Context: an optimization exercise on an open-source flow, tuned for small area. The choices shown serve that exercise and are no tape-out recipe.
Where RTL was checked, it was by simulation tests only, not by an equivalence proof against the original.
For runs 2 and 3, only the layout was checked, not whether the RTL still works.

==> flow/design.v (outline; a module is shown in full before it is edited, if it fits) <==
// module tnr_front: 601 lines
// module tnr_step: 99 lines
// module tnr_step_small: 44 lines
// module tnr_qstep: 97 lines
// module tnr_mix: 298 lines
// module tnr_fa: 10 lines
// module tnr_ha: 9 lines
// module tnr_blend_top: 107 lines
module tnr_blend_top (
    input  logic        clk,
    input  logic        reset,
    input  logic        in_valid,
    input  logic [11:0] cur,
    input  logic [11:0] prev,
    input  logic [8:0]  blend_th0,
    input  logic [8:0]  blend_th1,
    output logic        out_valid,
    output logic [11:0] out_pixel
);
  // ...
==> flow/flow/run.sh <==
#!/bin/bash
# The standard layout (standard.sh, all steps) with two changes:
# - the buffer placed on every input and output port is the smallest buffer,
#   sky130_fd_sc_hd__buf_1, instead of the default clkdlybuf4s50_1;
# - clock tree synthesis does not add dummy load cells to the clock tree.
# All tool output goes to standard.log in this folder; ORFS keeps its own
# per-step logs under orfs/logs/.
export BUFFER_PORTS_ARGS="-buffer_cell sky130_fd_sc_hd__buf_1"
export CTS_ARGS="-sink_clustering_enable -repair_clock_nets -buf_list sky130_fd_sc_hd__clkbuf_8 -dont_use_dummy_load"
bash standard.sh > standard.log 2>&1
status=$?
tail -n 30 standard.log
exit $status
==> flow/standard.sh <==
#!/bin/bash
# synth_recipe.tcl (not shown) runs the flow's synth.tcl, then flattens the netlist and writes it again
# the make line also repeats each setting of config.mk as NAME=value (left out here)
make -C /OpenROAD-flow-scripts/flow DESIGN_CONFIG=/design/flow/config.mk WORK_HOME=/design/flow/orfs CLKGATE_MAP_FILE= SYNTH_SCRIPT=/design/flow/synth_recipe.tcl "${@:-finish}"
==> flow/config.mk <==
export PLATFORM = sky130hd
export DESIGN_NAME = tnr_blend_top
export DESIGN_NICKNAME = tnr_blend_top
export VERILOG_FILES = /design/flow/design.v
export SDC_FILE = /design/flow/constraint.sdc
export NUM_CORES = 4
export LEC_CHECK = 0
export CAP_MARGIN = 20
export CORE_MARGIN = 2
export CORE_UTILIZATION = 60
export CTS_BUF_LIST = sky130_fd_sc_hd__clkbuf_8
export GPL_TIMING_DRIVEN = 0
export SLEW_MARGIN = 20
export SYNTH_HIERARCHICAL = 1
==> flow/constraint.sdc <==
create_clock -name core_clock -period 5.0 [get_ports {clk}]
set_input_delay 1.0000 -clock core_clock [delete_from_list [all_inputs] [get_ports {clk}]]
set_output_delay 1.0000 -clock core_clock [all_outputs]
set_load 0.01 [all_outputs]
==> qor.txt, run 1 <==
================================================================================
Count of buffers not belonging to the clock network in the layout             81
Layout cell share with drive strength beyond 1                             13.0%
Levels on crit path                                                           22
Highest routed metal layer                                                  met4
Worst setup path class                                                reg -> reg
Total CTS buffers                                                             17
Adder and majority gate portion of the synthesized area                    28.5%
Fraction of synthesized cell area taken by the top area cell type          24.2%
Delay-heaviest family, CP                                           compound AO/OA/AOI/OAI gates
Avg WL per Cell                                                          14.3 um
Synthesized-area fraction occupied by ao, oa, aoi and oai cells            15.1%
Final setup violation count                                                    0
Met2 global-route usage                                                    39.4%
Highest-count cells in the layout ignoring fill and taps            dfxtp_1, nor2_1, fa_1, inv_1, ha_1
Number of filler cells placed in the layout                                 1557
Residual overflow from global routing                                          0
Unique cell type count in the Yosys netlist                                   72
Max-slew headroom at the worst pin                                         58.7%
Cell area after placement                                              11400 um2
I/O pin cnt                                                                   58
Number of instances in the synthesized netlist                              1127
Maximum frequency from static timing analysis                          0.207 GHz
Global-route met1 utilization                                              29.7%
Reg area                                                                2640 um2
Clock transition at the registers of the reported paths                  0.07 ns
Synthesized flop and latch total                                             131
Tightest Pin Transition                                                 0.615 ns
Via count                                                                   7889
Final nets                                                                  1445
Initial core utilization                                                   60.8%
# hold bufs at CTS                                                             0
Antenna diodes                                                                 0
Run status                                      no timing/DRC/antenna violations
Max stage delay on crit path                                             0.56 ns
Final design instance area without fill                                11900 um2
H-Tree Depth                                                                   4
Worst EP required                                                        5.30 ns
================================================================================
==> module tnr_blend_top, before the edit <==
module tnr_blend_top (
    input  logic        clk,
    input  logic        reset,
    input  logic        in_valid,
    input  logic [11:0] cur,
    input  logic [11:0] prev,
    input  logic [8:0]  blend_th0,
    input  logic [8:0]  blend_th1,
    output logic        out_valid,
    output logic [11:0] out_pixel
);
    logic [11:0] f_base;
    logic [9:0]  f_tm;
    logic [8:0]  f_r;
    logic [8:0]  f_dv;
    tnr_front i_front (
        .cur       (cur),
        .prev      (prev),
        .blend_th0 (blend_th0),
        .blend_th1 (blend_th1),
        .base      (f_base),
        .tm        (f_tm),
        .r         (f_r),
        .dv        (f_dv)
    );
    logic [8:0] r1;
    logic       qb1;
    tnr_step_small i_step1 (.r(f_r), .dv(f_dv), .rn(r1), .q(qb1));
    logic        c1_v;
    logic [11:0] c1_base;
    logic [9:0]  c1_tm;
    logic [8:0]  c1_r;
    logic [8:0]  c1_dv;
    logic [0:0]  c1_q;
    always_ff @(posedge clk) begin
        if (reset) c1_v <= 1'b0;
        else       c1_v <= in_valid;
    end
    always_ff @(posedge clk) begin
        c1_base <= f_base;
        c1_tm   <= f_tm;
        c1_r    <= r1;
        c1_dv   <= f_dv;
        c1_q    <= {qb1};
    end
    logic [8:0] r2;
    logic       qb2;
    tnr_step_small i_step2 (.r(c1_r), .dv(c1_dv), .rn(r2), .q(qb2));
    logic [8:0] r3;
    logic       qb3;
    tnr_step_small i_step3 (.r(r2), .dv(c1_dv), .rn(r3), .q(qb3));
    logic [8:0] r4;
    logic       qb4;
    tnr_step_small i_step4 (.r(r3), .dv(c1_dv), .rn(r4), .q(qb4));
    logic        c4_v;
    logic [11:0] c4_base;
    logic [9:0]  c4_tm;
    logic [8:0]  c4_r;
    logic [8:0]  c4_dv;
    logic [3:0]  c4_q;
    always_ff @(posedge clk) begin
        if (reset) c4_v <= 1'b0;
        else       c4_v <= c1_v;
    end
    always_ff @(posedge clk) begin
        c4_base <= c1_base;
        c4_tm   <= c1_tm;
        c4_r    <= r4;
        c4_dv   <= c1_dv;
        c4_q    <= {c1_q[0], qb2, qb3, qb4};
    end
    logic [8:0] r5;
    logic       qb5;
    tnr_step i_step5 (.r(c4_r), .dv(c4_dv), .rn(r5), .q(qb5));
    logic [8:0] r6;
    logic       qb6;
    tnr_step i_step6 (.r(r5), .dv(c4_dv), .rn(r6), .q(qb6));
    logic [8:0] r7;
    logic       qb7;
    tnr_step i_step7 (.r(r6), .dv(c4_dv), .rn(r7), .q(qb7));
    logic [8:0] r8;
    logic       qb8;
    tnr_qstep i_step8 (.r(r7), .dv(c4_dv), .q(qb8));
    assign r8 = '0;
    logic        c8_v;
    logic [11:0] c8_base;
    logic [9:0]  c8_tm;
    logic [7:0]  c8_q;
    always_ff @(posedge clk) begin
        if (reset) c8_v <= 1'b0;
        else       c8_v <= c4_v;
    end
    always_ff @(posedge clk) begin
        c8_base <= c4_base;
        c8_tm   <= c4_tm;
        c8_q    <= {c4_q[3], c4_q[2], c4_q[1], c4_q[0], qb5, qb6, qb7, qb8};
    end
    logic [11:0] mix;
    tnr_mix i_mix (.q({c8_q[7], c8_q[6], c8_q[5], c8_q[4], c8_q[3], c8_q[2], c8_q[1], c8_q[0]}), .tm(c8_tm), .base(c8_base), .o(mix));
    always_ff @(posedge clk) begin
        if (reset) out_valid <= 1'b0;
        else       out_valid <= c8_v;
    end
    always_ff @(posedge clk) begin
        out_pixel <= mix;
    end
endmodule
==> run 2: changes to the inputs <==
--- a/flow/design.v
+++ b/flow/design.v
@@ -114,99 +114,16 @@
     assign ft_P4[10] = ft_P3[10] & ft_P3[7];
     assign ft_G4[11] = ft_G3[11] | (ft_P3[11] & ft_G3[7]);
     assign ft_P4[11] = ft_P3[11] & ft_P3[7];
     wire [11:0] ft_bin = {ft_G4[10:0], 1'b0};
     wire [11:0] ft_df = ft_a ^ ft_b ^ ft_bin;
     wire [11:0] t12 = {ft_df[11], ft_df[10], ft_df[9], ft_df[8], ft_df[7], ft_df[6], ft_df[5], ft_df[4], ft_df[3], ft_df[2], ft_df[1], ft_df[0]};
     wire s = ft_G4[11];    
     wire big = s ? !(&t12[11:9] && |t12[8:0]) : |t12[11:9];
-    wire [8:0] fu_a = {prev[8], prev[7], prev[6], prev[5], prev[4], prev[3], prev[2], prev[1], prev[0]};
-    wire [8:0] fu_b = {cur[8], cur[7], cur[6], cur[5], cur[4], cur[3], cur[2], cur[1], cur[0]};
-    wire [8:0] fu_g = ~fu_a & fu_b;
-    wire [8:0] fu_pp = ~(fu_a ^ fu_b);
-    wire [8:0] fu_G1, fu_P1;
-    assign fu_G1[0] = fu_g[0];
-    assign fu_P1[0] = fu_pp[0];
-    assign fu_G1[1] = fu_g[1] | (fu_pp[1] & fu_g[0]);
-    assign fu_P1[1] = fu_pp[1] & fu_pp[0];
-    assign fu_G1[2] = fu_g[2];
-    assign fu_P1[2] = fu_pp[2];
-    assign fu_G1[3] = fu_g[3] | (fu_pp[3] & fu_g[2]);
-    assign fu_P1[3] = fu_pp[3] & fu_pp[2];
-    assign fu_G1[4] = fu_g[4];
-    assign fu_P1[4] = fu_pp[4];
-    assign fu_G1[5] = fu_g[5] | (fu_pp[5] & fu_g[4]);
-    assign fu_P1[5] = fu_pp[5] & fu_pp[4];
-    assign fu_G1[6] = fu_g[6];
-    assign fu_P1[6] = fu_pp[6];
-    assign fu_G1[7] = fu_g[7] | (fu_pp[7] & fu_g[6]);
-    assign fu_P1[7] = fu_pp[7] & fu_pp[6];
-    assign fu_G1[8] = fu_g[8];
-    assign fu_P1[8] = fu_pp[8];
-    wire [8:0] fu_G2, fu_P2;
-    assign fu_G2[0] = fu_G1[0];
-    assign fu_P2[0] = fu_P1[0];
-    assign fu_G2[1] = fu_G1[1];
-    assign fu_P2[1] = fu_P1[1];
-    assign fu_G2[2] = fu_G1[2] | (fu_P1[2] & fu_G1[1]);
-    assign fu_P2[2] = fu_P1[2] & fu_P1[1];
-    assign fu_G2[3] = fu_G1[3] | (fu_P1[3] & fu_G1[1]);
-    assign fu_P2[3] = fu_P1[3] & fu_P1[1];
-    assign fu_G2[4] = fu_G1[4];
-    assign fu_P2[4] = fu_P1[4];
-    assign fu_G2[5] = fu_G1[5];
-    assign fu_P2[5] = fu_P1[5];
-    assign fu_G2[6] = fu_G1[6] | (fu_P1[6] & fu_G1[5]);
-    assign fu_P2[6] = fu_P1[6] & fu_P1[5];
-    assign fu_G2[7] = fu_G1[7] | (fu_P1[7] & fu_G1[5]);
-    assign fu_P2[7] = fu_P1[7] & fu_P1[5];
-    assign fu_G2[8] = fu_G1[8];
-    assign fu_P2[8] = fu_P1[8];
-    wire [8:0] fu_G3, fu_P3;
-    assign fu_G3[0] = fu_G2[0];
-    assign fu_P3[0] = fu_P2[0];
-    assign fu_G3[1] = fu_G2[1];
-    assign fu_P3[1] = fu_P2[1];
-    assign fu_G3[2] = fu_G2[2];
-    assign fu_P3[2] = fu_P2[2];
-    assign fu_G3[3] = fu_G2[3];
-    assign fu_P3[3] = fu_P2[3];
-    assign fu_G3[4] = fu_G2[4] | (fu_P2[4] & fu_G2[3]);
-    assign fu_P3[4] = fu_P2[4] & fu_P2[3];
-    assign fu_G3[5] = fu_G2[5] | (fu_P2[5] & fu_G2[3]);
-    assign fu_P3[5] = fu_P2[5] & fu_P2[3];
-    assign fu_G3[6] = fu_G2[6] | (fu_P2[6] & fu_G2[3]);
-    assign fu_P3[6] = fu_P2[6] & fu_P2[3];
-    assign fu_G3[7] = fu_G2[7] | (fu_P2[7] & fu_G2[3]);
-    assign fu_P3[7] = fu_P2[7] & fu_P2[3];
-    assign fu_G3[8] = fu_G2[8];
-    assign fu_P3[8] = fu_P2[8];
-    wire [8:0] fu_G4, fu_P4;
-    assign fu_G4[0] = fu_G3[0];
-    assign fu_P4[0] = fu_P3[0];
-    assign fu_G4[1] = fu_G3[1];
-    assign fu_P4[1] = fu_P3[1];
-    assign fu_G4[2] = fu_G3[2];
-    assign fu_P4[2] = fu_P3[2];
-    assign fu_G4[3] = fu_G3[3];
-    assign fu_P4[3] = fu_P3[3];
-    assign fu_G4[4] = fu_G3[4];
-    assign fu_P4[4] = fu_P3[4];
-    assign fu_G4[5] = fu_G3[5];
-    assign fu_P4[5] = fu_P3[5];
-    assign fu_G4[6] = fu_G3[6];
-    assign fu_P4[6] = fu_P3[6];
-    assign fu_G4[7] = fu_G3[7];
-    assign fu_P4[7] = fu_P3[7];
-    assign fu_G4[8] = fu_G3[8] | (fu_P3[8] & fu_G3[7]);
-    assign fu_P4[8] = fu_P3[8] & fu_P3[7];
-    wire [8:0] fu_bin = {fu_G4[7:0], 1'b0};
-    wire [8:0] fu_df = fu_a ^ fu_b ^ fu_bin;
-    wire [8:0] u9 = {fu_df[8], fu_df[7], fu_df[6], fu_df[5], fu_df[4], fu_df[3], fu_df[2], fu_df[1], fu_df[0]};
     wire [9:0] fpn_ks, fpn_kc;
     assign fpn_ks[0] = cur[0] ^ ~prev[0] ^ ~blend_th0[0];
     assign fpn_kc[0] = (cur[0] & ~prev[0]) | (cur[0] & ~blend_th0[0]) | (~prev[0] & ~blend_th0[0]);
     assign fpn_ks[1] = cur[1] ^ ~prev[1] ^ ~blend_th0[1];
     assign fpn_kc[1] = (cur[1] & ~prev[1]) | (cur[1] & ~blend_th0[1]) | (~prev[1] & ~blend_th0[1]);
     assign fpn_ks[2] = cur[2] ^ ~prev[2] ^ ~blend_th0[2];
     assign fpn_kc[2] = (cur[2] & ~prev[2]) | (cur[2] & ~blend_th0[2]) | (~prev[2] & ~blend_th0[2]);
     assign fpn_ks[3] = cur[3] ^ ~prev[3] ^ ~blend_th0[3];
@@ -423,184 +340,221 @@
     assign fnn_pG4[8] = fnn_pG3[8] | (fnn_pP3[8] & fnn_pG3[7]);
     assign fnn_pP4[8] = fnn_pP3[8] & fnn_pP3[7];
     assign fnn_pG4[9] = fnn_pG3[9] | (fnn_pP3[9] & fnn_pG3[7]);
     assign fnn_pP4[9] = fnn_pP3[9] & fnn_pP3[7];
     wire [9:0] fnn_pcin = {fnn_pG4[8:0], 1'b1};
     wire [9:0] fnn_ps = fnn_px ^ fnn_pcin;
     wire [9:0] n_pos = {fpn_ps[9], fpn_ps[8], fpn_ps[7], fpn_ps[6], fpn_ps[5], fpn_ps[4], fpn_ps[3], fpn_ps[2], fpn_ps[1], fpn_ps[0]};
     wire [9:0] n_neg = {fnn_ps[9], fnn_ps[8], fnn_ps[7], fnn_ps[6], fnn_ps[5], fnn_ps[4], fnn_ps[3], fnn_ps[2], fnn_ps[1], fnn_ps[0]};
-    wire [8:0] fa1_a = {t12[8], t12[7], t12[6], t12[5], t12[4], t12[3], t12[2], t12[1], t12[0]};
-    wire [8:0] fa1_b = {blend_th1[8], blend_th1[7], blend_th1[6], blend_th1[5], blend_th1[4], blend_th1[3], blend_th1[2], blend_th1[1], blend_th1[0]};
-    wire [8:0] fa1_g = ~fa1_a & fa1_b;
-    wire [8:0] fa1_pp = ~(fa1_a ^ fa1_b);
-    wire [8:0] fa1_G1, fa1_P1;
-    assign fa1_G1[0] = fa1_g[0];
-    assign fa1_P1[0] = fa1_pp[0];
-    assign fa1_G1[1] = fa1_g[1] | (fa1_pp[1] & fa1_g[0]);
-    assign fa1_P1[1] = fa1_pp[1] & fa1_pp[0];
-    assign fa1_G1[2] = fa1_g[2];
-    assign fa1_P1[2] = fa1_pp[2];
-    assign fa1_G1[3] = fa1_g[3] | (fa1_pp[3] & fa1_g[2]);
-    assign fa1_P1[3] = fa1_pp[3] & fa1_pp[2];
-    assign fa1_G1[4] = fa1_g[4];
-    assign fa1_P1[4] = fa1_pp[4];
-    assign fa1_G1[5] = fa1_g[5] | (fa1_pp[5] & fa1_g[4]);
-    assign fa1_P1[5] = fa1_pp[5] & fa1_pp[4];
-    assign fa1_G1[6] = fa1_g[6];
-    assign fa1_P1[6] = fa1_pp[6];
-    assign fa1_G1[7] = fa1_g[7] | (fa1_pp[7] & fa1_g[6]);
-    assign fa1_P1[7] = fa1_pp[7] & fa1_pp[6];
-    assign fa1_G1[8] = fa1_g[8];
-    assign fa1_P1[8] = fa1_pp[8];
-    wire [8:0] fa1_G2, fa1_P2;
-    assign fa1_G2[0] = fa1_G1[0];
-    assign fa1_P2[0] = fa1_P1[0];
-    assign fa1_G2[1] = fa1_G1[1];
-    assign fa1_P2[1] = fa1_P1[1];
-    assign fa1_G2[2] = fa1_G1[2] | (fa1_P1[2] & fa1_G1[1]);
-    assign fa1_P2[2] = fa1_P1[2] & fa1_P1[1];
-    assign fa1_G2[3] = fa1_G1[3] | (fa1_P1[3] & fa1_G1[1]);
-    assign fa1_P2[3] = fa1_P1[3] & fa1_P1[1];
-    assign fa1_G2[4] = fa1_G1[4];
-    assign fa1_P2[4] = fa1_P1[4];
-    assign fa1_G2[5] = fa1_G1[5];
-    assign fa1_P2[5] = fa1_P1[5];
-    assign fa1_G2[6] = fa1_G1[6] | (fa1_P1[6] & fa1_G1[5]);
-    assign fa1_P2[6] = fa1_P1[6] & fa1_P1[5];
-    assign fa1_G2[7] = fa1_G1[7] | (fa1_P1[7] & fa1_G1[5]);
-    assign fa1_P2[7] = fa1_P1[7] & fa1_P1[5];
-    assign fa1_G2[8] = fa1_G1[8];
-    assign fa1_P2[8] = fa1_P1[8];
-    wire [8:0] fa1_G3, fa1_P3;
-    assign fa1_G3[0] = fa1_G2[0];
-    assign fa1_P3[0] = fa1_P2[0];
-    assign fa1_G3[1] = fa1_G2[1];
-    assign fa1_P3[1] = fa1_P2[1];
-    assign fa1_G3[2] = fa1_G2[2];
-    assign fa1_P3[2] = fa1_P2[2];
-    assign fa1_G3[3] = fa1_G2[3];
-    assign fa1_P3[3] = fa1_P2[3];
-    assign fa1_G3[4] = fa1_G2[4] | (fa1_P2[4] & fa1_G2[3]);
-    assign fa1_P3[4] = fa1_P2[4] & fa1_P2[3];
-    assign fa1_G3[5] = fa1_G2[5] | (fa1_P2[5] & fa1_G2[3]);
-    assign fa1_P3[5] = fa1_P2[5] & fa1_P2[3];
-    assign fa1_G3[6] = fa1_G2[6] | (fa1_P2[6] & fa1_G2[3]);
-    assign fa1_P3[6] = fa1_P2[6] & fa1_P2[3];
-    assign fa1_G3[7] = fa1_G2[7] | (fa1_P2[7] & fa1_G2[3]);
-    assign fa1_P3[7] = fa1_P2[7] & fa1_P2[3];
-    assign fa1_G3[8] = fa1_G2[8];
-    assign fa1_P3[8] = fa1_P2[8];
-    wire [8:0] fa1_G4, fa1_P4;
-    assign fa1_G4[0] = fa1_G3[0];
-    assign fa1_P4[0] = fa1_P3[0];
-    assign fa1_G4[1] = fa1_G3[1];
-    assign fa1_P4[1] = fa1_P3[1];
-    assign fa1_G4[2] = fa1_G3[2];
-    assign fa1_P4[2] = fa1_P3[2];
-    assign fa1_G4[3] = fa1_G3[3];
-    assign fa1_P4[3] = fa1_P3[3];
-    assign fa1_G4[4] = fa1_G3[4];
-    assign fa1_P4[4] = fa1_P3[4];
-    assign fa1_G4[5] = fa1_G3[5];
-    assign fa1_P4[5] = fa1_P3[5];
-    assign fa1_G4[6] = fa1_G3[6];
-    assign fa1_P4[6] = fa1_P3[6];
-    assign fa1_G4[7] = fa1_G3[7];
-    assign fa1_P4[7] = fa1_P3[7];
-    assign fa1_G4[8] = fa1_G3[8] | (fa1_P3[8] & fa1_G3[7]);
-    assign fa1_P4[8] = fa1_P3[8] & fa1_P3[7];
-    wire [8:0] fb1_a = {u9[8], u9[7], u9[6], u9[5], u9[4], u9[3], u9[2], u9[1], u9[0]};
-    wire [8:0] fb1_b = {blend_th1[8], blend_th1[7], blend_th1[6], blend_th1[5], blend_th1[4], blend_th1[3], blend_th1[2], blend_th1[1], blend_th1[0]};
-    wire [8:0] fb1_g = ~fb1_a & fb1_b;
-    wire [8:0] fb1_pp = ~(fb1_a ^ fb1_b);
-    wire [8:0] fb1_G1, fb1_P1;
-    assign fb1_G1[0] = fb1_g[0];
-    assign fb1_P1[0] = fb1_pp[0];
-    assign fb1_G1[1] = fb1_g[1] | (fb1_pp[1] & fb1_g[0]);
-    assign fb1_P1[1] = fb1_pp[1] & fb1_pp[0];
-    assign fb1_G1[2] = fb1_g[2];
-    assign fb1_P1[2] = fb1_pp[2];
-    assign fb1_G1[3] = fb1_g[3] | (fb1_pp[3] & fb1_g[2]);
-    assign fb1_P1[3] = fb1_pp[3] & fb1_pp[2];
-    assign fb1_G1[4] = fb1_g[4];
-    assign fb1_P1[4] = fb1_pp[4];
-    assign fb1_G1[5] = fb1_g[5] | (fb1_pp[5] & fb1_g[4]);
-    assign fb1_P1[5] = fb1_pp[5] & fb1_pp[4];
-    assign fb1_G1[6] = fb1_g[6];
-    assign fb1_P1[6] = fb1_pp[6];
-    assign fb1_G1[7] = fb1_g[7] | (fb1_pp[7] & fb1_g[6]);
-    assign fb1_P1[7] = fb1_pp[7] & fb1_pp[6];
-    assign fb1_G1[8] = fb1_g[8];
-    assign fb1_P1[8] = fb1_pp[8];
-    wire [8:0] fb1_G2, fb1_P2;
-    assign fb1_G2[0] = fb1_G1[0];
-    assign fb1_P2[0] = fb1_P1[0];
-    assign fb1_G2[1] = fb1_G1[1];
-    assign fb1_P2[1] = fb1_P1[1];
-    assign fb1_G2[2] = fb1_G1[2] | (fb1_P1[2] & fb1_G1[1]);
-    assign fb1_P2[2] = fb1_P1[2] & fb1_P1[1];
-    assign fb1_G2[3] = fb1_G1[3] | (fb1_P1[3] & fb1_G1[1]);
-    assign fb1_P2[3] = fb1_P1[3] & fb1_P1[1];
-    assign fb1_G2[4] = fb1_G1[4];
-    assign fb1_P2[4] = fb1_P1[4];
-    assign fb1_G2[5] = fb1_G1[5];
-    assign fb1_P2[5] = fb1_P1[5];
-    assign fb1_G2[6] = fb1_G1[6] | (fb1_P1[6] & fb1_G1[5]);
-    assign fb1_P2[6] = fb1_P1[6] & fb1_P1[5];
-    assign fb1_G2[7] = fb1_G1[7] | (fb1_P1[7] & fb1_G1[5]);
-    assign fb1_P2[7] = fb1_P1[7] & fb1_P1[5];
-    assign fb1_G2[8] = fb1_G1[8];
-    assign fb1_P2[8] = fb1_P1[8];
-    wire [8:0] fb1_G3, fb1_P3;
-    assign fb1_G3[0] = fb1_G2[0];
-    assign fb1_P3[0] = fb1_P2[0];
-    assign fb1_G3[1] = fb1_G2[1];
-    assign fb1_P3[1] = fb1_P2[1];
-    assign fb1_G3[2] = fb1_G2[2];
-    assign fb1_P3[2] = fb1_P2[2];
-    assign fb1_G3[3] = fb1_G2[3];
-    assign fb1_P3[3] = fb1_P2[3];
-    assign fb1_G3[4] = fb1_G2[4] | (fb1_P2[4] & fb1_G2[3]);
-    assign fb1_P3[4] = fb1_P2[4] & fb1_P2[3];
-    assign fb1_G3[5] = fb1_G2[5] | (fb1_P2[5] & fb1_G2[3]);
-    assign fb1_P3[5] = fb1_P2[5] & fb1_P2[3];
-    assign fb1_G3[6] = fb1_G2[6] | (fb1_P2[6] & fb1_G2[3]);
-    assign fb1_P3[6] = fb1_P2[6] & fb1_P2[3];
-    assign fb1_G3[7] = fb1_G2[7] | (fb1_P2[7] & fb1_G2[3]);
-    assign fb1_P3[7] = fb1_P2[7] & fb1_P2[3];
-    assign fb1_G3[8] = fb1_G2[8];
-    assign fb1_P3[8] = fb1_P2[8];
-    wire [8:0] fb1_G4, fb1_P4;
-    assign fb1_G4[0] = fb1_G3[0];
-    assign fb1_P4[0] = fb1_P3[0];
-    assign fb1_G4[1] = fb1_G3[1];
-    assign fb1_P4[1] = fb1_P3[1];
-    assign fb1_G4[2] = fb1_G3[2];
-    assign fb1_P4[2] = fb1_P3[2];
-    assign fb1_G4[3] = fb1_G3[3];
-    assign fb1_P4[3] = fb1_P3[3];
-    assign fb1_G4[4] = fb1_G3[4];
-    assign fb1_P4[4] = fb1_P3[4];
-    assign fb1_G4[5] = fb1_G3[5];
-    assign fb1_P4[5] = fb1_P3[5];
-    assign fb1_G4[6] = fb1_G3[6];
-    assign fb1_P4[6] = fb1_P3[6];
-    assign fb1_G4[7] = fb1_G3[7];
-    assign fb1_P4[7] = fb1_P3[7];
-    assign fb1_G4[8] = fb1_G3[8] | (fb1_P3[8] & fb1_G3[7]);
-    assign fb1_P4[8] = fb1_P3[8] & fb1_P3[7];
+    wire [9:0] dv10 = {1'b0, blend_th1} - {1'b0, blend_th0};
+    wire [10:0] fcp_a = {n_pos[9], n_pos[9], n_pos[8], n_pos[7], n_pos[6], n_pos[5], n_pos[4], n_pos[3], n_pos[2], n_pos[1], n_pos[0]};
+    wire [10:0] fcp_b = {dv10[9], dv10[9], dv10[8], dv10[7], dv10[6], dv10[5], dv10[4], dv10[3], dv10[2], dv10[1], dv10[0]};
+    wire [10:0] fcp_g = ~fcp_a & fcp_b;
+    wire [10:0] fcp_pp = ~(fcp_a ^ fcp_b);
+    wire [10:0] fcp_G1, fcp_P1;
+    assign fcp_G1[0] = fcp_g[0];
+    assign fcp_P1[0] = fcp_pp[0];
+    assign fcp_G1[1] = fcp_g[1] | (fcp_pp[1] & fcp_g[0]);
+    assign fcp_P1[1] = fcp_pp[1] & fcp_pp[0];
+    assign fcp_G1[2] = fcp_g[2];
+    assign fcp_P1[2] = fcp_pp[2];
+    assign fcp_G1[3] = fcp_g[3] | (fcp_pp[3] & fcp_g[2]);
+    assign fcp_P1[3] = fcp_pp[3] & fcp_pp[2];
+    assign fcp_G1[4] = fcp_g[4];
+    assign fcp_P1[4] = fcp_pp[4];
+    assign fcp_G1[5] = fcp_g[5] | (fcp_pp[5] & fcp_g[4]);
+    assign fcp_P1[5] = fcp_pp[5] & fcp_pp[4];
+    assign fcp_G1[6] = fcp_g[6];
+    assign fcp_P1[6] = fcp_pp[6];
+    assign fcp_G1[7] = fcp_g[7] | (fcp_pp[7] & fcp_g[6]);
+    assign fcp_P1[7] = fcp_pp[7] & fcp_pp[6];
+    assign fcp_G1[8] = fcp_g[8];
+    assign fcp_P1[8] = fcp_pp[8];
+    assign fcp_G1[9] = fcp_g[9] | (fcp_pp[9] & fcp_g[8]);
+    assign fcp_P1[9] = fcp_pp[9] & fcp_pp[8];
+    assign fcp_G1[10] = fcp_g[10];
+    assign fcp_P1[10] = fcp_pp[10];
+    wire [10:0] fcp_G2, fcp_P2;
+    assign fcp_G2[0] = fcp_G1[0];
+    assign fcp_P2[0] = fcp_P1[0];
+    assign fcp_G2[1] = fcp_G1[1];
+    assign fcp_P2[1] = fcp_P1[1];
+    assign fcp_G2[2] = fcp_G1[2] | (fcp_P1[2] & fcp_G1[1]);
+    assign fcp_P2[2] = fcp_P1[2] & fcp_P1[1];
+    assign fcp_G2[3] = fcp_G1[3] | (fcp_P1[3] & fcp_G1[1]);
+    assign fcp_P2[3] = fcp_P1[3] & fcp_P1[1];
+    assign fcp_G2[4] = fcp_G1[4];
+    assign fcp_P2[4] = fcp_P1[4];
+    assign fcp_G2[5] = fcp_G1[5];
+    assign fcp_P2[5] = fcp_P1[5];
+    assign fcp_G2[6] = fcp_G1[6] | (fcp_P1[6] & fcp_G1[5]);
+    assign fcp_P2[6] = fcp_P1[6] & fcp_P1[5];
+    assign fcp_G2[7] = fcp_G1[7] | (fcp_P1[7] & fcp_G1[5]);
+    assign fcp_P2[7] = fcp_P1[7] & fcp_P1[5];
+    assign fcp_G2[8] = fcp_G1[8];
+    assign fcp_P2[8] = fcp_P1[8];
+    assign fcp_G2[9] = fcp_G1[9];
+    assign fcp_P2[9] = fcp_P1[9];
+    assign fcp_G2[10] = fcp_G1[10] | (fcp_P1[10] & fcp_G1[9]);
+    assign fcp_P2[10] = fcp_P1[10] & fcp_P1[9];
+    wire [10:0] fcp_G3, fcp_P3;
+    assign fcp_G3[0] = fcp_G2[0];
+    assign fcp_P3[0] = fcp_P2[0];
+    assign fcp_G3[1] = fcp_G2[1];
+    assign fcp_P3[1] = fcp_P2[1];
+    assign fcp_G3[2] = fcp_G2[2];
+    assign fcp_P3[2] = fcp_P2[2];
+    assign fcp_G3[3] = fcp_G2[3];
+    assign fcp_P3[3] = fcp_P2[3];
+    assign fcp_G3[4] = fcp_G2[4] | (fcp_P2[4] & fcp_G2[3]);
+    assign fcp_P3[4] = fcp_P2[4] & fcp_P2[3];
+    assign fcp_G3[5] = fcp_G2[5] | (fcp_P2[5] & fcp_G2[3]);
+    assign fcp_P3[5] = fcp_P2[5] & fcp_P2[3];
+    assign fcp_G3[6] = fcp_G2[6] | (fcp_P2[6] & fcp_G2[3]);
+    assign fcp_P3[6] = fcp_P2[6] & fcp_P2[3];
+    assign fcp_G3[7] = fcp_G2[7] | (fcp_P2[7] & fcp_G2[3]);
+    assign fcp_P3[7] = fcp_P2[7] & fcp_P2[3];
+    assign fcp_G3[8] = fcp_G2[8];
+    assign fcp_P3[8] = fcp_P2[8];
+    assign fcp_G3[9] = fcp_G2[9];
+    assign fcp_P3[9] = fcp_P2[9];
+    assign fcp_G3[10] = fcp_G2[10];
+    assign fcp_P3[10] = fcp_P2[10];
+    wire [10:0] fcp_G4, fcp_P4;
+    assign fcp_G4[0] = fcp_G3[0];
+    assign fcp_P4[0] = fcp_P3[0];
+    assign fcp_G4[1] = fcp_G3[1];
+    assign fcp_P4[1] = fcp_P3[1];
+    assign fcp_G4[2] = fcp_G3[2];
+    assign fcp_P4[2] = fcp_P3[2];
+    assign fcp_G4[3] = fcp_G3[3];
+    assign fcp_P4[3] = fcp_P3[3];
+    assign fcp_G4[4] = fcp_G3[4];
+    assign fcp_P4[4] = fcp_P3[4];
+    assign fcp_G4[5] = fcp_G3[5];
+    assign fcp_P4[5] = fcp_P3[5];
+    assign fcp_G4[6] = fcp_G3[6];
+    assign fcp_P4[6] = fcp_P3[6];
+    assign fcp_G4[7] = fcp_G3[7];
+    assign fcp_P4[7] = fcp_P3[7];
+    assign fcp_G4[8] = fcp_G3[8] | (fcp_P3[8] & fcp_G3[7]);
+    assign fcp_P4[8] = fcp_P3[8] & fcp_P3[7];
+    assign fcp_G4[9] = fcp_G3[9] | (fcp_P3[9] & fcp_G3[7]);
+    assign fcp_P4[9] = fcp_P3[9] & fcp_P3[7];
+    assign fcp_G4[10] = fcp_G3[10] | (fcp_P3[10] & fcp_G3[7]);
+    assign fcp_P4[10] = fcp_P3[10] & fcp_P3[7];
+    wire [10:0] fcp_bin = {fcp_G4[9:0], 1'b0};
+    wire [10:0] fcp_df = fcp_a ^ fcp_b ^ fcp_bin;
+    wire [10:0] fcn_a = {n_neg[9], n_neg[9], n_neg[8], n_neg[7], n_neg[6], n_neg[5], n_neg[4], n_neg[3], n_neg[2], n_neg[1], n_neg[0]};
+    wire [10:0] fcn_b = {dv10[9], dv10[9], dv10[8], dv10[7], dv10[6], dv10[5], dv10[4], dv10[3], dv10[2], dv10[1], dv10[0]};
+    wire [10:0] fcn_g = ~fcn_a & fcn_b;
+    wire [10:0] fcn_pp = ~(fcn_a ^ fcn_b);
+    wire [10:0] fcn_G1, fcn_P1;
+    assign fcn_G1[0] = fcn_g[0];
+    assign fcn_P1[0] = fcn_pp[0];
+    assign fcn_G1[1] = fcn_g[1] | (fcn_pp[1] & fcn_g[0]);
+    assign fcn_P1[1] = fcn_pp[1] & fcn_pp[0];
+    assign fcn_G1[2] = fcn_g[2];
+    assign fcn_P1[2] = fcn_pp[2];
+    assign fcn_G1[3] = fcn_g[3] | (fcn_pp[3] & fcn_g[2]);
+    assign fcn_P1[3] = fcn_pp[3] & fcn_pp[2];
+    assign fcn_G1[4] = fcn_g[4];
+    assign fcn_P1[4] = fcn_pp[4];
+    assign fcn_G1[5] = fcn_g[5] | (fcn_pp[5] & fcn_g[4]);
+    assign fcn_P1[5] = fcn_pp[5] & fcn_pp[4];
+    assign fcn_G1[6] = fcn_g[6];
+    assign fcn_P1[6] = fcn_pp[6];
+    assign fcn_G1[7] = fcn_g[7] | (fcn_pp[7] & fcn_g[6]);
+    assign fcn_P1[7] = fcn_pp[7] & fcn_pp[6];
+    assign fcn_G1[8] = fcn_g[8];
+    assign fcn_P1[8] = fcn_pp[8];
+    assign fcn_G1[9] = fcn_g[9] | (fcn_pp[9] & fcn_g[8]);
+    assign fcn_P1[9] = fcn_pp[9] & fcn_pp[8];
+    assign fcn_G1[10] = fcn_g[10];
+    assign fcn_P1[10] = fcn_pp[10];
+    wire [10:0] fcn_G2, fcn_P2;
+    assign fcn_G2[0] = fcn_G1[0];
+    assign fcn_P2[0] = fcn_P1[0];
+    assign fcn_G2[1] = fcn_G1[1];
+    assign fcn_P2[1] = fcn_P1[1];
+    assign fcn_G2[2] = fcn_G1[2] | (fcn_P1[2] & fcn_G1[1]);
+    assign fcn_P2[2] = fcn_P1[2] & fcn_P1[1];
+    assign fcn_G2[3] = fcn_G1[3] | (fcn_P1[3] & fcn_G1[1]);
+    assign fcn_P2[3] = fcn_P1[3] & fcn_P1[1];
+    assign fcn_G2[4] = fcn_G1[4];
+    assign fcn_P2[4] = fcn_P1[4];
+    assign fcn_G2[5] = fcn_G1[5];
+    assign fcn_P2[5] = fcn_P1[5];
+    assign fcn_G2[6] = fcn_G1[6] | (fcn_P1[6] & fcn_G1[5]);
+    assign fcn_P2[6] = fcn_P1[6] & fcn_P1[5];
+    assign fcn_G2[7] = fcn_G1[7] | (fcn_P1[7] & fcn_G1[5]);
+    assign fcn_P2[7] = fcn_P1[7] & fcn_P1[5];
+    assign fcn_G2[8] = fcn_G1[8];
+    assign fcn_P2[8] = fcn_P1[8];
+    assign fcn_G2[9] = fcn_G1[9];
+    assign fcn_P2[9] = fcn_P1[9];
+    assign fcn_G2[10] = fcn_G1[10] | (fcn_P1[10] & fcn_G1[9]);
+    assign fcn_P2[10] = fcn_P1[10] & fcn_P1[9];
+    wire [10:0] fcn_G3, fcn_P3;
+    assign fcn_G3[0] = fcn_G2[0];
+    assign fcn_P3[0] = fcn_P2[0];
+    assign fcn_G3[1] = fcn_G2[1];
+    assign fcn_P3[1] = fcn_P2[1];
+    assign fcn_G3[2] = fcn_G2[2];
+    assign fcn_P3[2] = fcn_P2[2];
+    assign fcn_G3[3] = fcn_G2[3];
+    assign fcn_P3[3] = fcn_P2[3];
+    assign fcn_G3[4] = fcn_G2[4] | (fcn_P2[4] & fcn_G2[3]);
+    assign fcn_P3[4] = fcn_P2[4] & fcn_P2[3];
+    assign fcn_G3[5] = fcn_G2[5] | (fcn_P2[5] & fcn_G2[3]);
+    assign fcn_P3[5] = fcn_P2[5] & fcn_P2[3];
+    assign fcn_G3[6] = fcn_G2[6] | (fcn_P2[6] & fcn_G2[3]);
+    assign fcn_P3[6] = fcn_P2[6] & fcn_P2[3];
+    assign fcn_G3[7] = fcn_G2[7] | (fcn_P2[7] & fcn_G2[3]);
+    assign fcn_P3[7] = fcn_P2[7] & fcn_P2[3];
+    assign fcn_G3[8] = fcn_G2[8];
+    assign fcn_P3[8] = fcn_P2[8];
+    assign fcn_G3[9] = fcn_G2[9];
+    assign fcn_P3[9] = fcn_P2[9];
+    assign fcn_G3[10] = fcn_G2[10];
+    assign fcn_P3[10] = fcn_P2[10];
+    wire [10:0] fcn_G4, fcn_P4;
+    assign fcn_G4[0] = fcn_G3[0];
+    assign fcn_P4[0] = fcn_P3[0];
+    assign fcn_G4[1] = fcn_G3[1];
+    assign fcn_P4[1] = fcn_P3[1];
+    assign fcn_G4[2] = fcn_G3[2];
+    assign fcn_P4[2] = fcn_P3[2];
+    assign fcn_G4[3] = fcn_G3[3];
+    assign fcn_P4[3] = fcn_P3[3];
+    assign fcn_G4[4] = fcn_G3[4];
+    assign fcn_P4[4] = fcn_P3[4];
+    assign fcn_G4[5] = fcn_G3[5];
+    assign fcn_P4[5] = fcn_P3[5];
+    assign fcn_G4[6] = fcn_G3[6];
+    assign fcn_P4[6] = fcn_P3[6];
+    assign fcn_G4[7] = fcn_G3[7];
+    assign fcn_P4[7] = fcn_P3[7];
+    assign fcn_G4[8] = fcn_G3[8] | (fcn_P3[8] & fcn_G3[7]);
+    assign fcn_P4[8] = fcn_P3[8] & fcn_P3[7];
+    assign fcn_G4[9] = fcn_G3[9] | (fcn_P3[9] & fcn_G3[7]);
+    assign fcn_P4[9] = fcn_P3[9] & fcn_P3[7];
+    assign fcn_G4[10] = fcn_G3[10] | (fcn_P3[10] & fcn_G3[7]);
+    assign fcn_P4[10] = fcn_P3[10] & fcn_P3[7];
+    wire [10:0] fcn_bin = {fcn_G4[9:0], 1'b0};
+    wire [10:0] fcn_df = fcn_a ^ fcn_b ^ fcn_bin;
     wire lt0 = s ? n_neg[9] : n_pos[9];
-    wire lt1 = s ? fb1_G4[8] : fa1_G4[8];
+    wire lt1 = s ? fcn_df[10] : fcp_df[10];
     wire        blend     = !big && !lt0 && lt1;
     wire        take_prev = !big && (lt0 || lt1);
     wire [11:0] f_base = take_prev ? prev : cur;
     wire [9:0]  f_tm   = blend ? {s, t12[8:0]} : 10'd0;
     wire [8:0]  f_r    = s ? n_neg[8:0] : n_pos[8:0];
-    wire [8:0]  f_dv   = 9'(blend_th1 - blend_th0);
+    wire [8:0]  f_dv   = dv10[8:0];
     assign base = f_base;
     assign tm   = f_tm;
     assign r    = ~f_r;
     assign dv   = f_dv;
 endmodule
 module tnr_step (
     input  logic [8:0] r,
     input  logic [8:0] dv,
@@ -1200,23 +1154,23 @@
         c1_base <= f_base;
         c1_tm   <= f_tm;
         c1_r    <= r1;
         c1_dv   <= f_dv;
         c1_q    <= {qb1};
     end
     logic [8:0] r2;
     logic       qb2;
-    tnr_step_small i_step2 (.r(c1_r), .dv(c1_dv), .rn(r2), .q(qb2));
+    tnr_step i_step2 (.r(c1_r), .dv(c1_dv), .rn(r2), .q(qb2));
     logic [8:0] r3;
     logic       qb3;
-    tnr_step_small i_step3 (.r(r2), .dv(c1_dv), .rn(r3), .q(qb3));
+    tnr_step i_step3 (.r(r2), .dv(c1_dv), .rn(r3), .q(qb3));
     logic [8:0] r4;
     logic       qb4;
-    tnr_step_small i_step4 (.r(r3), .dv(c1_dv), .rn(r4), .q(qb4));
+    tnr_step i_step4 (.r(r3), .dv(c1_dv), .rn(r4), .q(qb4));
     logic        c4_v;
     logic [11:0] c4_base;
     logic [9:0]  c4_tm;
     logic [8:0]  c4_r;
     logic [8:0]  c4_dv;
     logic [3:0]  c4_q;
     always_ff @(posedge clk) begin
         if (reset) c4_v <= 1'b0;
==> qor.txt, run 2 <==
====================================================================================
Commonest non-fill, non-tap cell in the layout                               dfxtp_1   unchanged
CP Max Fanout                                                                     10   was 20
Worst-case register-to-register setup slack                                  0.24 ns   was 0.16 ns
Proportion of synthesized flip-flops having asynchronous set or reset             0%   unchanged
Setup Skew                                                                 0.0236 ns   was 0.0229 ns
Final GP Congestion                                                            0.864   was 0.838
Total CTS buffers                                                                 17   unchanged
Period Utilization, post-route                                                 97.0%   was 96.7%
Core region area                                                           17800 um2   about the same
First-pass DRT Iterations                                                          5   was 4
Synthesized flop and latch total                                                 131   unchanged
Critical path launch point                                                   prev[4]   was c4_dv[3]$_DFF_P_
Crit path time final                                                         4.85 ns   was 4.84 ns
Crit. End Element                                                               flop   unchanged
Synthesized-area fraction occupied by and/or/nand/nor cells                    15.0%   about the same
Synthesized-area fraction occupied by ao, oa, aoi and oai cells                16.0%   was 15.1%
GRT Resource Usage Total                                                       23.1%   was 22.7%
RSZ-0062 raised after global routing                                             yes   unchanged
Top cell type by total area after synthesis                                  dfxtp_1   unchanged
Root buffer cell                                                            clkbuf_8   unchanged
Delay-heaviest family, CP                                                adder cells   was compound AO/OA/AOI/OAI gates
# hold bufs at CTS                                                                 0   unchanged
Initial drt markers                                                              333   unchanged
HPWL after detailed placement                                                17.3 mm   about the same
CTS tree                                                                       built   unchanged
Final Slew Violations                                                              0   unchanged
Worst EP required                                                            5.37 ns   was 5.30 ns
I/O pin cnt                                                                       58   unchanged
Unique cell type count in the Yosys netlist                                       77   was 72
Avg WL per Cell                                                              14.9 um   was 14.3 um
Final Hold Viols                                                                   0   unchanged
Clock latency of the later-clocked register in the worst-skew pair           0.42 ns   about the same
Chip height                                                                   138 um   about the same
Antenna diodes                                                                     0   unchanged
Fraction of synthesized cell area taken by the top area cell type              24.3%   was 24.2%
Initial antenna violation count                                                    0   unchanged
Initial core utilization                                                       60.6%   was 60.8%
Final nets                                                                      1435   was 1445
Cell Area, Synth                                                           10800 um2   about the same
Number of maximum-capacitance violations                                           0   unchanged
Pin count of the biggest net entering global routing                              24   unchanged
Row count                                                                         49   unchanged
Highest-count cells in the layout ignoring fill and taps                dfxtp_1, nor2_1, fa_1, inv_1, ha_1   unchanged
Crit path cell chain                                                    buf_4, inv_2, fa_1, ha_1, or2_2, a21oi_2, a21oi_2, a21oi_2, inv_1, a21oi_2, fa_2, xor2_2, xnor2_2, ha_1, inv_1, nor4_1, a21oi_1, o21ai_1, or4b_1, a22o_2, buf_2, o21ba_2   was a31o_2, a21oi_1, a211oi_1, o21a_4, nor2_1, xor2_2, a31oi_1, nor2_1, maj3_2, o21a_4, nor2_1, xor2_2, o22a_1, o2111ai_1, nor3_1, a41oi_1, a31oi_1, xor2_1, o22a_2, o21ai_2, o32ai_2, o21ai_1
Signal arrival time at the worst endpoint                                    5.22 ns   was 5.14 ns
Path category of the worst min-delay check                                reg -> reg   unchanged
Portion of the post-synthesis area used by sequential elements                 24.3%   was 24.2%
Max-slew headroom at the worst pin                                             41.4%   was 58.7%
Worst path bufs/invs                                                               5   was 0
Worst setup path class                                                     in -> reg   was reg -> reg
Largest family of logic cells by synthesized area                        adder cells   unchanged
Die Wd                                                                        138 um   about the same
Max clock buf depth                                                                2   unchanged
Via count                                                                       7942   was 7889
Residual overflow from global routing                                              0   unchanged
Final setup violation count                                                        0   unchanged
Total of warnings raised by yosys                                                  7   unchanged
Final ANT Viol Nets                                                                0   unchanged
Adder and majority gate portion of the synthesized area                        27.3%   was 28.5%
H-Tree Depth                                                                       4   unchanged
Number of filler cells placed in the layout                                     1493   was 1557
Post-route DRC violation count                                                     0   unchanged
Count of flip-flops with a built-in enable after synthesis                         0   unchanged
Critical Path Start Type                                                primary input   was flop
Tightest Pin Transition                                                     0.873 ns   was 0.615 ns
Via density per instance                                                        5.48   was 5.44
Count of input and output buffers                                                 57   unchanged
Run status                                          no timing/DRC/antenna violations   unchanged
Cell with the most instances after synthesis                                 dfxtp_1   unchanged
Hold slack final                                                            0.314 ns   was 0.297 ns
Area added between synthesis and finish                                        11.3%   was 9.96%
Beginning of the worst register-to-register path                        c4_dv[6]$_DFF_P_   was c4_dv[3]$_DFF_P_
Number of global-route vias before repair                                       7872   was 7822
Proportion of synthesized area in mux cells                                    2.65%   was 2.50%
Slowest stage cell, crit path                                                   fa_1   was dfxtp_2
Maximum frequency from static timing analysis                              0.206 GHz   was 0.207 GHz
Clock transition at the registers of the reported paths                      0.07 ns   about the same
Xor and xnor fraction of the mapped netlist area                               10.7%   was 11.1%
Cell occurring most often along the worst timing path                        a21oi_2   was nor2_1
Per-instance average area after synthesis                                   9.56 um2   was 9.62 um2
Top post-synthesis cells by area                                        dfxtp_1, fa_1, ha_1   unchanged
Clock sink total                                                                 131   unchanged
Commonest register cell after synthesis                                      dfxtp_1   unchanged
Max stage delay on crit path                                                 0.50 ns   was 0.56 ns
Worst Hold Launch                                                       c4_q[3]$_DFF_P_   was c1_q$_DFF_P_
First-pass GRT wire length                                                   36.4 mm   was 36.1 mm
Area of the die                                                            19100 um2   was 19200 um2
Summed negative setup slack over all endpoints                                  0 ns   unchanged
Number of instances in the synthesized netlist                                  1128   was 1127
Fin cells                                                                       1449   was 1450
Layout cell share with drive strength beyond 1                                 16.7%   was 13.0%
Routed Wire Length                                                           21.5 mm   was 20.7 mm
Number of placed instances, taps included                                       1418   was 1417
Top post-synthesis cells by count                                       dfxtp_1, nor2_1, fa_1, inv_1, ha_1   unchanged
====================================================================================
run 2: changes by cell type in the layout (fill, tap and decap cells not counted), moves of 5 or more:
cell / before / now
o2111ai_1: 13 / 8
xor2_1: 61 / 55
buf_1: 57 / 52
nand2b_1: 16 / 9
nor3_1: 6 / 12
o21ai_0: 36 / 23
ha_1: 82 / 77
a21oi_2: 5 / 11
fa_1: 95 / 86
run 2: final cells by class:
cell class	count	area [um2]	area share (%)
plain buffers	12	105	0.876
clock buffers	17	234	1.95
inverters	85	319	2.66
multi-input cells	903	8050	67.1
flip-flops and latches	131	2640	22.0
well taps	229	287	2.39
repair buffers	72	359	2.99
run 2: logic make-up (layout without fill, tap and decap cells):
kind of cell	count (synthesis)	after routing
AND/OR/NAND/NOR	319	319
AO/OA/AOI/OAI	238	238
adder cells (fa/ha/maj)	183	183
XOR/XNOR	132	132
flip-flops	131	131
buffers and inverters	98	186
multiplexers	26	26
other	1	5
run 2: per-module statistics from Yosys, one instance, submodules excluded:
module	times used	cell area, um2
tnr_blend_top	1	2650
tnr_mix	1	1090
tnr_fa	57	20.0
tnr_step_small	1	405
tnr_step	6	440
tnr_front	1	2610
tnr_qstep	1	113
tnr_ha	10	12.5
run 2: per-stage QoR:
| stage | utilization (%) | area (um2) | setup slack (ns) |
|---|---|---|---|
| detailed placement | 63.5 | 11300 | -0.875 |
| floorplan | - | 10800 | 0.00447 |
| global placement | 63.5 | 11300 | -0.794 |
| global route | 67.5 | 12000 | -0.0444 |
| CTS | 65.8 | 11700 | 0.00218 |
| finish | 67.5 | 12000 | 0.150 |
run 2: worst reg2reg max path: stages (launching register included):
cell,delay [ns]
dfxtp_2,0.36
buf_6,0.15
a31oi_1,0.17
nor2_1,0.08
maj3_2,0.32
o21a_4,0.27
inv_1,0.08
nand2_1,0.11
maj3_2,0.38
o211ai_2,0.22
a211oi_2,0.11
o21a_4,0.24
nor2_1,0.20
xor2_2,0.22
o22a_1,0.23
o211ai_2,0.12
a211oi_2,0.23
o21a_4,0.21
nor2_1,0.07
xor2_1,0.24
o22a_2,0.18
o21ai_2,0.06
o32ai_2,0.27
o21ai_1,0.13
run 2: final timing paths:
path,end,cells past startpoint
setup / recovery,c1_tm[6]$_DFF_P_,22
hold / removal,c8_q[7]$_DFF_P_,0
setup reg to reg,c8_q[0]$_DFF_P_,23
hold reg to reg,c8_q[7]$_DFF_P_,0
run 2: layer usage:
| layer | global-route usage, % | vias to the layer above | part of all wire (%) |
|---|---|---|---|
| met2 | 40.1 | 108 | 49 |
| met3 | 4.43 | 24 | 2.6 |
| li1 | - | 4031 | - |
| met4 | 6.28 | 0 | 1.6 |
| met5 | 0 | - | 0 |
| met1 | 29.8 | 3779 | 46 |
run 2: what timing repair did:
action                                  4_1_cts  5_1_grt
setup buffers                                 5        9
resized for setup                            30       64
hold endpoints to repair                      0        0
endpoints found under the setup margin       23       34
pin swaps                                     8       25
gates cloned                                  1        0
==> run 3: changes to the inputs <==
--- a/flow/design.v
+++ b/flow/design.v
@@ -1160,8 +1160,8 @@
     logic [8:0] r2;
     logic       qb2;
-    tnr_step i_step2 (.r(c1_r), .dv(c1_dv), .rn(r2), .q(qb2));
+    tnr_step_small i_step2 (.r(c1_r), .dv(c1_dv), .rn(r2), .q(qb2));
     logic [8:0] r3;
     logic       qb3;
-    tnr_step i_step3 (.r(r2), .dv(c1_dv), .rn(r3), .q(qb3));
+    tnr_step_small i_step3 (.r(r2), .dv(c1_dv), .rn(r3), .q(qb3));
     logic [8:0] r4;
     logic       qb4;
==> qor.txt, run 3 <==
====================================================================================
Crit. End Element                                                               flop   unchanged
Initial core utilization                                                       61.7%   was 60.6%
Cell Area, Synth                                                           10700 um2   was 10800 um2
Largest family of logic cells by synthesized area                        adder cells   unchanged
Area added between synthesis and finish                                        12.9%   was 11.3%
Area of the die                                                            18900 um2   was 19100 um2
HPWL after detailed placement                                                17.0 mm   was 17.3 mm
Number of filler cells placed in the layout                                     1439   was 1493
H-Tree Depth                                                                       4   unchanged
Post-route DRC violation count                                                     0   unchanged
Worst-case register-to-register setup slack                                  0.14 ns   was 0.24 ns
Unique cell type count in the Yosys netlist                                       77   unchanged
Beginning of the worst register-to-register path                        c4_dv[1]$_DFF_P_   was c4_dv[6]$_DFF_P_
GRT Resource Usage Total                                                       23.5%   was 23.1%
Die Wd                                                                        138 um   about the same
# hold bufs at CTS                                                                 0   unchanged
Clock transition at the registers of the reported paths                      0.08 ns   was 0.07 ns
Maximum frequency from static timing analysis                              0.203 GHz   was 0.206 GHz
Row count                                                                         48   was 49
Final GP Congestion                                                            0.891   was 0.864
Worst Hold Launch                                                       c4_q[3]$_DFF_P_   unchanged
Synthesized-area fraction occupied by and/or/nand/nor cells                    15.3%   was 15.0%
Tightest Pin Transition                                                     0.832 ns   was 0.873 ns
Total of warnings raised by yosys                                                  7   unchanged
Reg area                                                                    2640 um2   about the same
Antenna diodes                                                                     0   unchanged
Worst reg2reg endpoint                                                  c8_q[0]$_DFF_P_   unchanged
First-pass GRT wire length                                                   35.3 mm   was 36.4 mm
Critical Path Start Type                                                primary input   unchanged
Number of global-route vias before repair                                       7746   was 7872
Core region area                                                           17400 um2   was 17800 um2
Highest-count cells in the layout ignoring fill and taps                dfxtp_1, nor2_1, fa_1, inv_1, ha_1   unchanged
Number of maximum-capacitance violations                                           0   unchanged
Avg WL per Cell                                                              14.9 um   about the same
Pin count of the biggest net entering global routing                              24   unchanged
Setup Skew                                                                 0.0223 ns   was 0.0236 ns
CP Max Fanout                                                                      3   was 10
Commonest register cell after synthesis                                      dfxtp_1   unchanged
Final setup violation count                                                        0   unchanged
Path category of the worst min-delay check                                reg -> reg   unchanged
Worst EP required                                                            5.32 ns   was 5.37 ns
Layout cell share with drive strength beyond 1                                 17.7%   was 16.7%
Root buffer cell                                                            clkbuf_8   unchanged
First-pass DRT Iterations                                                          4   was 5
Synthesized flop and latch total                                                 131   unchanged
Instance count along the most critical hold path                                   0   unchanged
Chip height                                                                   138 um   about the same
Final Hold Viols                                                                   0   unchanged
Crit path time final                                                         4.92 ns   was 4.85 ns
Max clock buf depth                                                                2   unchanged
Fraction of synthesized cell area taken by the top area cell type              24.5%   was 24.3%
Via density per instance                                                        5.56   was 5.48
Count of flip-flops with a built-in enable after synthesis                         0   unchanged
Top post-synthesis cells by area                                        dfxtp_1, fa_1, ha_1   unchanged
Utilization of the core after routing                                          69.7%   was 67.5%
Max-slew headroom at the worst pin                                             44.1%   was 41.4%
Number of instances in the synthesized netlist                                  1118   was 1128
Final Slew Violations                                                              0   unchanged
Proportion of synthesized area in mux cells                                    2.66%   was 2.65%
Period Utilization, post-route                                                 98.3%   was 97.0%
Portion of the post-synthesis area used by sequential elements                 24.5%   was 24.3%
I/O pin cnt                                                                       58   unchanged
Initial antenna violation count                                                    0   unchanged
Per-instance average area after synthesis                                   9.58 um2   was 9.56 um2
Top cell type by total area after synthesis                                  dfxtp_1   unchanged
Clock latency of the later-clocked register in the worst-skew pair           0.42 ns   about the same
Routed Wire Length                                                           21.6 mm   was 21.5 mm
Hold slack final                                                            0.307 ns   was 0.314 ns
CTS tree                                                                       built   unchanged
Residual overflow from global routing                                              0   unchanged
Summed negative setup slack over all endpoints                                  0 ns   unchanged
Cell with the most instances after synthesis                                 dfxtp_1   unchanged
Signal arrival time at the worst endpoint                                    5.24 ns   was 5.22 ns
Via count                                                                       8028   was 7942
Commonest non-fill, non-tap cell in the layout                               dfxtp_1   unchanged
RSZ-0062 raised after global routing                                             yes   unchanged
Top post-synthesis cells by count                                       dfxtp_1, nor2_1, fa_1, inv_1, ha_1   unchanged
Footprint of the multi-input gates                                          8110 um2   was 8050 um2
Synthesized-area fraction occupied by ao, oa, aoi and oai cells                15.4%   was 16.0%
Count of input and output buffers                                                 57   unchanged
Worst hold endpoint                                                     c8_q[7]$_DFF_P_   unchanged
Adder and majority gate portion of the synthesized area                        27.5%   was 27.3%
Final ANT Viol Nets                                                                0   unchanged
Clock sink total                                                                 131   unchanged
Proportion of synthesized flip-flops having asynchronous set or reset             0%   unchanged
Initial drt markers                                                              319   was 333
Worst setup timing slack at the placement stage                            -0.828 ns   was -0.875 ns
Total CTS buffers                                                                 17   unchanged
Worst reg-to-reg path cell count                                                  22   was 23
Final nets                                                                      1435   unchanged
Run status                                          no timing/DRC/antenna violations   unchanged
Xor and xnor fraction of the mapped netlist area                               11.0%   was 10.7%
Worst setup path class                                                     in -> reg   unchanged
Final Worst Setup Slack                                                    0.0847 ns   was 0.150 ns
====================================================================================
-- run 3: changes by cell type after synthesis, moves of 4 or more --
| cell | delta |
|---|---|
| xnor2_1 | -4 |
| inv_1 | -4 |
| a21o_1 | -4 |
| a21oi_1 | -4 |
| o2111ai_1 | +4 |
| o21ai_0 | +8 |
| xor2_1 | +6 |
| a31oi_1 | -4 |
-- run 3: timing repair --
action	in CTS	in global routing
buffers inserted	5	20
setup endpoints to repair	23	43
pin swaps	12	44
cloned	1	0
resized for setup	33	80
-- run 3: worst max-delay path, cell delays in order --
cell	delay, ns
buf_2	0.13
inv_1	0.11
fa_1	0.52
inv_1	0.05
ha_1	0.21
a21oi_1	0.12
o21ai_1	0.11
a21oi_2	0.22
a21oi_2	0.09
inv_1	0.08
a21oi_2	0.07
fa_2	0.38
xor2_2	0.20
xnor2_2	0.22
ha_1	0.28
inv_2	0.07
nor4_1	0.04
a21oi_1	0.12
o21ai_1	0.14
and3_4	0.23
a211oi_4	0.32
buf_4	0.18
mux2_2	0.33
-- run 3: cells by family after synthesis --
family	count (synthesis)
DFF	131
muxes	26
buffers and inverters	92
AOI/OAI and AO/OA	230
and+or+nand+nor	321
xor gates and xnor gates	134
other	1
adders and majority gates	183
-- run 3: worst max path at each step --
stage,startpoint,endpoint,depth (start not counted),slack [ns]
2_1_floorplan,blend_th0[4],c1_base[10]$_DFF_P_,22,0.004
3_3_place_gp,cur[2],c1_base[10]$_DFF_P_,23,-0.79
3_5_place_dp,cur[2],c1_base[10]$_DFF_P_,23,-0.83
4_1_cts,c4_dv[1]$_DFF_P_,c8_q[0]$_DFF_P_,22,-0.003
5_1_grt,c4_dv[1]$_DFF_P_,c8_q[0]$_DFF_P_,22,-0.13
6_report,prev[1],c1_base[11]$_DFF_P_,23,0.08
-- run 3: per-layer routing --
| layer | part of all wire, % | wire length (um) | global-route usage, % |
|---|---|---|---|
| met1 | 46 | 9910 | 29.8 |
| met2 | 50 | 10800 | 41.5 |
| met3 | 2.9 | 623 | 4.12 |
| met4 | 1.2 | 250 | 5.56 |
| met5 | 0 | 0 | 0 |
-- run 3: Yosys stat by module (local to each module, per instance) --
| module | cells inside | cell area [um2] | flops+latches | times used |
|---|---|---|---|---|
| tnr_fa | 1 | 20.0 | 0 | 57 |
| tnr_qstep | 16 | 113 | 0 | 1 |
| tnr_mix | 147 | 1090 | 0 | 1 |
| tnr_step | 66 | 440 | 0 | 4 |
| tnr_front | 306 | 2610 | 0 | 1 |
| tnr_blend_top | 135 | 2650 | 131 | 1 |
| tnr_step_small | 61 | 405 | 0 | 3 |
| tnr_ha | 1 | 12.5 | 0 | 10 |
-- run 3: stage by stage --
step	instances	cell area [um2]
floorplan	1122	10700
global placement	1404	11200
detailed placement	1404	11200
CTS	1426	11600
global route	1445	12100
finish	1445	12100
-- run 3: area by class of cell --
cell class	count	area share (%)
Timing Repair Buffer	83	3.64
Inverter	81	2.51
Buffer	9	0.642
Multi-Input combinational cell	899	67.1
Sequential cell	131	21.8
Tap cell	225	2.33
Clock buffer	17	1.94
==> run 4: changes to the inputs <==
--- a/flow/design.v
+++ b/flow/design.v
@@ -1166,5 +1166,5 @@
     logic [8:0] r4;
     logic       qb4;
-    tnr_step i_step4 (.r(r3), .dv(c1_dv), .rn(r4), .q(qb4));
+    tnr_step_small i_step4 (.r(r3), .dv(c1_dv), .rn(r4), .q(qb4));
     logic        c4_v;
     logic [11:0] c4_base;
==> qor.txt, run 4 <==
====================================================================================
Final design instance area without fill                                    11900 um2   was 12100 um2
Worst setup path class                                                     in -> reg   unchanged
Cell area after placement                                                  11200 um2   about the same
Top cell type by total area after synthesis                                  dfxtp_1   unchanged
Max-slew headroom at the worst pin                                             49.3%   was 44.1%
Critical Path Start Type                                                primary input   unchanged
Initial core utilization                                                       61.5%   was 61.7%
Clock transition at the registers of the reported paths                      0.09 ns   was 0.08 ns
Count of flip-flops with a built-in enable after synthesis                         0   unchanged
Initial antenna violation count                                                    0   unchanged
Summed negative setup slack over all endpoints                                  0 ns   unchanged
Top post-synthesis cells by area                                        dfxtp_1, fa_1, ha_1   unchanged
Run status                                          no timing/DRC/antenna violations   unchanged
Commonest non-fill, non-tap cell in the layout                               dfxtp_1   unchanged
GRT Resource Usage Total                                                       23.0%   was 23.5%
Detailed route wirelength on metal2                                          10.4 mm   was 10.8 mm
Total CTS buffers                                                                 17   unchanged
Fraction of synthesized cell area taken by the top area cell type              24.6%   was 24.5%
Cell with the most instances after synthesis                                 dfxtp_1   unchanged
Proportion of synthesized flip-flops having asynchronous set or reset             0%   unchanged
Via density per instance                                                        5.50   was 5.56
Core region area                                                           17400 um2   unchanged
# hold bufs at CTS                                                                 0   unchanged
Number of placed instances, taps included                                       1399   was 1404
Tightest Pin Transition                                                     0.755 ns   was 0.832 ns
Chip height                                                                   137 um   was 138 um
Row count                                                                         48   unchanged
Area of the die                                                            18900 um2   about the same
Commonest register cell after synthesis                                      dfxtp_1   unchanged
First-pass GRT wire length                                                   34.4 mm   was 35.3 mm
Post-route DRC violation count                                                     0   unchanged
Highest-count cells in the layout ignoring fill and taps                dfxtp_1, nor2_1, fa_1, ha_1, inv_1   was dfxtp_1, nor2_1, fa_1, inv_1, ha_1
CP Max Fanout                                                                      4   was 3
First-pass DRT Iterations                                                          4   unchanged
Area added between synthesis and finish                                        11.1%   was 12.9%
I/O pin cnt                                                                       58   unchanged
Synthesized flop and latch total                                                 131   unchanged
Period Utilization, post-route                                                 96.9%   was 98.3%
Fin cells                                                                       1428   was 1445
Path category of the worst min-delay check                                reg -> reg   unchanged
Final GP Congestion                                                            0.858   was 0.891
Avg WL per Cell                                                              14.6 um   was 14.9 um
Count of input and output buffers                                                 57   unchanged
Number of instances in the synthesized netlist                                  1113   was 1118
Final ANT Viol Nets                                                                0   unchanged
Routed Wire Length                                                           20.8 mm   was 21.6 mm
Number of maximum-capacitance violations                                           0   unchanged
====================================================================================
[run 4: final timing paths]
check / startpoint / end / depth (start not counted)
max: prev[4] / c1_base[11]$_DFF_P_ / 23
min reg2reg: c4_q[2]$_DFF_P_ / c8_q[6]$_DFF_P_ / 0
max reg2reg: c4_dv[1]$_DFF_P_ / c8_q[0]$_DFF_P_ / 22
min: c4_q[2]$_DFF_P_ / c8_q[6]$_DFF_P_ / 0
[run 4: area by class of cell]
| type | instances | area, um2 |
|---|---|---|
| tap | 225 | 282 |
| sequential | 131 | 2650 |
| inverter | 79 | 297 |
| fill | 1436 | 5490 |
| timing repair buffer | 71 | 349 |
| buffer | 8 | 66.3 |
| multi-input combinational | 897 | 7990 |
| clock buffer | 17 | 234 |
[run 4: routing by layer]
metal	vias to the layer above	track usage, %
met5	-	0
met4	0	5.10
met3	18	4.53
met2	91	41.1
met1	3772	28.9
li1	3972	-
[run 4: timing repair]
action                     in CTS  in global routing
setup endpoints to repair      24                 43
resized for setup              27                 64
pin swaps                       8                 25
setup buffers                   6                  7
gates cloned                    1                  0
[run 4: cell families after synthesis]
kind of cell    count (synthesis)  share of synthesized area, %
compound gates                226                          15.2
xor+xnor                      135                          11.1
flops                         131                          24.6
simple gates                  322                          15.5
fa+ha+maj                     183                          27.6
mux                            26                          2.67
buf+inv                        89                          3.47
other cells                     1                        0.0351
[run 4: modules after synthesis, one instance, submodules excluded]
| module | times used | flops+latches |
|---|---|---|
| tnr_blend_top | 1 | 131 |
| tnr_front | 1 | 0 |
| tnr_mix | 1 | 0 |
| tnr_step | 3 | 0 |
| tnr_step_small | 4 | 0 |
| tnr_qstep | 1 | 0 |
| tnr_fa | 57 | 0 |
| tnr_ha | 10 | 0 |
[run 4: metrics by stage]
| stage | setup WS (ns) |
|---|---|
| after floorplan | 0.00447 |
| after global placement | -0.767 |
| after detailed placement | -0.752 |
| after CTS | 0.0165 |
| after global routing | -0.0521 |
| final | 0.153 |
[run 4: critical path, stage by stage]
cell and delay [ns]:
clkbuf_4 0.14, inv_2 0.05, fa_1 0.55, ha_1 0.24, or2_2 0.30, a21oi_2 0.15
a21oi_2 0.07, a21oi_2 0.17, inv_1 0.07, a21oi_2 0.16, fa_2 0.25, xnor2_2 0.13
xnor2_2 0.14, inv_2 0.08, ha_4 0.25, nor4b_4 0.13, a211oi_2 0.22, a22oi_2 0.10
nand2_1 0.11, nor2_2 0.06, a211oi_4 0.28, buf_4 0.18, mux2_2 0.32

static timing again, ports no longer ideal:
The results above use ideal ports. As a check the final layouts listed here were re-extracted and re-timed, cells and wires unchanged.
Step 1 (the two cells are an assumption about what drives the block):
set clk [get_ports {clk}]
set_driving_cell -lib_cell sky130_fd_sc_hd__clkbuf_16 $clk
set_driving_cell -lib_cell sky130_fd_sc_hd__buf_2 [delete_from_list [all_inputs] $clk]
Step 2 moves the port delays by t, midway between the first and last clock arrival at a register: inputs arrive t later, outputs are due t later. That takes back most of the time a late clock gives input paths.
Slacks: ideal / step 1 / step 2; pairs: ideal / step 1.
| run | shift t [ns] | slack for setup (ns) | hold WS [ns] | worst slew at a driven data input, ns | pins driven straight from the clock port |
|---|---|---|---|---|---|
| run 1 | 0.457 | 0.164 / 0.164 / -0.191 | 0.297 / 0.297 / 0.297 | 0.06 | 1 |
| run 2 | 0.460 | 0.150 / 0.138 / -0.322 | 0.314 / 0.314 / 0.314 | 0.06 | 1 |
| run 3 | 0.454 | 0.085 / 0.098 / -0.356 | 0.307 / 0.307 / 0.307 | 0.06 | 1 |
| run 4 | 0.455 | 0.153 / 0.142 / -0.313 | 0.316 / 0.316 / 0.316 | 0.06 | 1 |
Met with ideal ports but missed after step 2: setup timing in every run listed. The setup slack of run 2, which loses most, moves by -0.012 ns with the drivers and by -0.472 ns with both steps.
